Context: an optimization exercise on an open-source flow, tuned for small area. The choices shown serve that exercise and are no tape-out recipe. Function was checked by simulation only, so behaviour that the tests miss may differ from the original. Power is estimated from default activity; no workload was simulated.

--- config.mk ---
export PLATFORM = sky130hd
export DESIGN_NAME = wb_regfile
export DESIGN_NICKNAME = wb_regfile
export VERILOG_FILES = /design/flow/design.v
export SDC_FILE = /design/flow/constraint.sdc
export NUM_CORES = 8
export LEC_CHECK = 0
export CAP_MARGIN = 20
export CORE_MARGIN = 2
export CORE_UTILIZATION = 30
export SLEW_MARGIN = 20
--- constraint.sdc ---
create_clock -name core_clock -period 8.0 [get_ports {clk_in}]
set_input_delay 1.6000 -clock core_clock [delete_from_list [all_inputs] [get_ports {clk_in}]]
set_output_delay 1.6000 -clock core_clock [all_outputs]
set_load 0.01 [all_outputs]
--- design.v ---
module wb_regfile #(
  parameter logic [31:0] SP_INIT = 32'h0001_0000
) (
  input  logic        clk_in,
  input  logic        rst_in,
  input  logic        rdy_in,
  input  logic [4:0]  wb_rd_addr,
  input  logic [31:0] wb_rd_val,
  input  logic [6:0]  wb_ins_type,
  input  logic        iss_valid,
  input  logic [4:0]  iss_rd_addr,
  input  logic [4:0]  rs1_addr,
  input  logic [4:0]  rs2_addr,
  output logic [31:0] rs1_val,
  output logic [31:0] rs2_val,
  output logic        rs1_busy,
  output logic        rs2_busy,
  output logic        stall_req
);
  logic [31:0] regs [32];
  logic [31:0] busy, busy_nxt;
  logic [5:0]  cnt;
  logic        wb_we, set_en, inc, dec, hit1, hit2;
  always_comb begin
    wb_we = (wb_ins_type == 7'b0110111 || wb_ins_type == 7'b0010111 ||
             wb_ins_type == 7'b1101111 || wb_ins_type == 7'b1100111 ||
             wb_ins_type == 7'b0000011 || wb_ins_type == 7'b0010011 ||
             wb_ins_type == 7'b0110011) && wb_rd_addr != 5'd0;
    set_en = iss_valid && iss_rd_addr != 5'd0;
    hit1 = wb_we && wb_rd_addr == rs1_addr;
    hit2 = wb_we && wb_rd_addr == rs2_addr;
    rs1_val = rs1_addr == 5'd0 ? 32'd0 : hit1 ? wb_rd_val : regs[rs1_addr];
    rs2_val = rs2_addr == 5'd0 ? 32'd0 : hit2 ? wb_rd_val : regs[rs2_addr];
    rs1_busy = busy[rs1_addr] && !hit1;
    rs2_busy = busy[rs2_addr] && !hit2;
    stall_req = rs1_busy || rs2_busy;
  end
  always_comb begin
    busy_nxt = busy;
    if (wb_we) busy_nxt[wb_rd_addr] = 1'b0;
    if (set_en) busy_nxt[iss_rd_addr] = 1'b1;
    busy_nxt[0] = 1'b0;
    inc = set_en && !busy[iss_rd_addr];
    dec = wb_we && busy[wb_rd_addr] && !(set_en && iss_rd_addr == wb_rd_addr);
  end
  always_ff @(posedge clk_in or posedge rst_in) begin
    if (rst_in) begin
      for (int i = 0; i < 32; i++) regs[i] <= (i == 2) ? SP_INIT : 32'd0;
      busy <= '0;
      cnt <= '0;
    end else if (rdy_in) begin
      if (wb_we) regs[wb_rd_addr] <= wb_rd_val;
      busy <= busy_nxt;
      cnt <= cnt + {5'd0, inc} - {5'd0, dec};
    end
  end
endmodule
--- run.sh ---
#!/bin/bash
# synth_recipe.tcl (not shown) runs the flow's synth.tcl, then flattens the netlist and writes it again
# the make line also repeats each setting of config.mk as NAME=value (left out here)
make -C /OpenROAD-flow-scripts/flow DESIGN_CONFIG=/design/flow/config.mk WORK_HOME=/design/flow/orfs CLKGATE_MAP_FILE= SYNTH_SCRIPT=/design/flow/synth_recipe.tcl finish
==> run notes <==
[logic make-up after synthesis]
kind of cell,after synthesis,synth area share
adders and majority gates,10,0.00232
buffers and inverters,505,0.0410
xor gates and xnor gates,14,0.00228
and+or+nand+nor,1171,0.123
DFF,1023,0.475
muxes,1019,0.214
AOI/OAI and AO/OA,1058,0.141
[critical path, cell delays in order]
cell	delay (ns)
clkdlybuf4s50_1	0.72
inv_1	0.12
ha_1	0.31
inv_1	0.15
nor3_1	0.08
ha_1	0.21
nand3b_1	0.31
nor4_2	0.36
buf_4	0.25
a21o_1	0.89
o22ai_1	0.19
and2_1	0.27
clkdlybuf4s50_1	0.51
[routing by layer]
layer,up-vias,GRT usage,wire length (µm),part of all wire
li1,18600,-,-,-
met3,1779,0.151,45600,0.15
met5,-,0.00885,372,0.0012
met4,28,0.253,29400,0.098
met2,5176,0.430,117000,0.39
met1,25600,0.387,108000,0.36
[cell usage in the layout (no fill, tap or decap), types with 13 or more instances in the layout]
master / n
nor2_1: 42
or2_2: 13
buf_12: 30
clkinv_2: 20
nand2_1: 192
mux2_2: 972
diode_2: 49
nand3_1: 114
a31oi_1: 15
buf_2: 24
nor2_4: 58
dfrtp_1: 1022
nand3b_1: 18
a221oi_1: 24
o31ai_1: 21
clkbuf_8: 33
nand2b_1: 17
inv_1: 20
nand4_4: 13
a21oi_1: 47
a22oi_1: 576
nor3_1: 19
mux2i_1: 31
buf_4: 251
clkdlybuf4s50_1: 105
and3_1: 393
nor4_1: 66
clkbuf_16: 116
nand4_1: 136
o21ai_0: 168
a2111oi_0: 118
clkbuf_1: 20
[final cells by class]
| type | count | area [µm²] |
|---|---|---|
| Timing Repair Buffer | 415 | 3780 |
| Multi-Input combinational cell | 3272 | 26800 |
| Clock buffer | 169 | 3430 |
| Fill cell | 17700 | 115000 |
| Clock inverter | 42 | 581 |
| Tap cell | 2355 | 2950 |
| Antenna cell | 49 | 123 |
| Inverter | 21 | 82.6 |
| Sequential cell | 1023 | 25600 |
[worst max-delay path by stage]
stage | from | endpoint | depth (start not counted) | slack, ns
floorplan | rst_in | busy[10] | 1 | -7.70
global placement | rs1_addr[4] | rs1_val[4] | 11 | 0.77
detailed placement | wb_rd_addr[0] | rs1_val[7] | 13 | 0.71
CTS | wb_rd_addr[0] | rs1_val[7] | 13 | 0.70
global route | wb_rd_addr[0] | rs1_val[7] | 13 | 0.45
finish | wb_rd_addr[0] | rs1_val[7] | 13 | 0.40
[sequential cells by signal (all words and copies together) (netlist names)]
signal and cells:
busy 31, regs 992
[where the power goes]
group	internal [mW]	switching [mW]	total, mW
combinational	0.325	0.786	1.11
sequential	5.34	0.161	5.50
clock	3.34	2.37	5.72
[per-stage QoR]
| stage | hold WS [ns] | worst slack (ns) | area (µm²) | setup TNS [ns] | std cells |
|---|---|---|---|---|---|
| floorplan | 0.464 | -7.70 | 53900 | -7872.17 | 4800 |
| global placement | 0.490 | 0.774 | 59100 | 0 | 7078 |
| detailed placement | 0.498 | 0.706 | 59200 | 0 | 7083 |
| CTS | 0.514 | 0.705 | 63200 | 0 | 7294 |
| global route | 0.529 | 0.446 | 63200 | 0 | 7308 |
| finish | 0.521 | 0.403 | 63300 | 0 | 7346 |
==> summary.txt <==
Outcome
  • Status: complete, no violations

Floorplan
  • Initial Util: 0.302
  • Placement row count: 155
  • Core area: 178000 µm²
  • Full die area: 183000 µm²
  • Die Y: ~430 µm
  • Chip width: 428 µm
  • Io pins: 130

Setup path
  • Critical path capture point type: primary output
  • R2R Path End: regs[1][0]
  • CP Launch Type: input pin
  • Worst-path fanout max: 8
  • Setup CP Type: input pin to primary output
  • Reg2reg start: regs[1][0]
  • Data required, critical path: roughly 6.4 ns
  • FF-to-FF setup slack: 7.06 ns
  • Reg2reg path depth: 1
  • WP data arrival: around 6.0 ns

Logic synthesis
  • Syn Nets: approximately 5000
  • Count leader, synth: dfrtp_1
  • Sequential share of the synthesized area: 0.475
  • Cells after Synth: 4800
  • Post-synth top flop: dfrtp_1
  • Yosys top cell by area: dfrtp_1
  • Syn avg cell area: 11.2 µm²
  • Mapped Area: 53900 µm²
  • Post-synth top cells: dfrtp_1, mux2_2, a22oi_1
  • Synth top area cells: dfrtp_1, mux2_2, a22oi_1
  • Seq cells post-synth: ~1000
  • Synth async-reset ratio: 1.00
  • Yosys synthesis warning count: 2
  • Number of synthesized flops with an enable pin: 0
  • Synth top area share: 0.475
  • Post-synth cell types: 76

Drt
  • DRT antenna net count: 0
  • Via/cell ratio: 6.96
  • Drt pass-1 iters: 13
  • DRC: 0
  • Vias: around 51000
  • WL/cell: between 40 and 50 µm
  • DR iter-0 viols: around 10000
  • Drt total wl: about 300 mm

Placement
  • Port Buffers: 129
  • DP HPWL: around 190 mm
  • Gpl congestion: a little over 1

Hold path
  • Hold depth: 1
  • Worst hold path type: flip-flop to flip-flop
  • Min-delay src: regs[1][21]
  • Hold Crit Endpoint: regs[1][21]

Clocking
  • CTS buffer count: approximately 120
  • Max clock buf depth: 3
  • Root buffer cell: clkbuf_16
  • Reg clk slew, reported paths: about 0.060 ns
  • Postcts setup bufs: 0
  • Worst-Skew Late Latency: slightly below 0.8 ns
  • H-tree depth reported by CTS: 3
  • Clock net sink count: roughly 1000
  • Hold_buf cts: 0
  • Post_cts resized: 0
  • CTS tree: done

Flow run
  • Max cap viols: 0

Global routing
  • Initial antenna violation count: 46
  • Largest net degree at the start of global routing: 172
  • Number of global-route vias before repair: around 48000
  • All-Layer GR Usage: 0.320
  • First-pass GRT wire length: 406 mm
  • GRT overflow: 0

STA
  • Setup Skew: 0 ns
  • Worst-margin pin slew: approximately 1.4 ns
  • RSZ-0062 raised after global routing: false
  • Fin. Hold Viols: 0
  • Max Freq: between 0.1 and 0.15 GHz
  • Period utilization: 0.950
  • Setup Viol. Count Final: 0
  • Minimum clock period: 7.60 ns
  • Final slew viol count: 0
  • Worst slew margin: 0.0948

Finish
  • Nets: between 4000 and 5000
  • Fin util: 0.355
  • Layout area overhead: 17.5%
  • Layout cells sized above 1: 0.328

Power and ir drop
  • Total power: ~12 mW
  • Power per Cell Area: about 190 nW/µm²
  • Peak VDD IR: around 0.00017 V
  • Pleak: between 20 and 30 nW

re-timing with driven ports:
In the flow no input, the clock included, has a driving cell. The finished layout below was timed again as built, in two steps.
Step 1 assumes that a clkbuf_16 drives the clock port and a buf_2 every other input.
Step 2 also shifts input and output timing later by t, the mid clock arrival at the registers, as if the neighbouring blocks saw the same clock.
Three values: no drivers, after step 1, after step 2; two values: the first two.
shift t [ns]: 0.842
setup slack, ns: 0.403 / 0.377 / 0.377
worst setup path after step 2: input to output
clock arrival spread, ns: 0.054 / 0.054
worst slew at a driven data input, ns: 0.17
After both steps this run still meets setup and hold. The setup slack of this run moves by -0.026 ns with the drivers and by -0.026 ns with both steps.
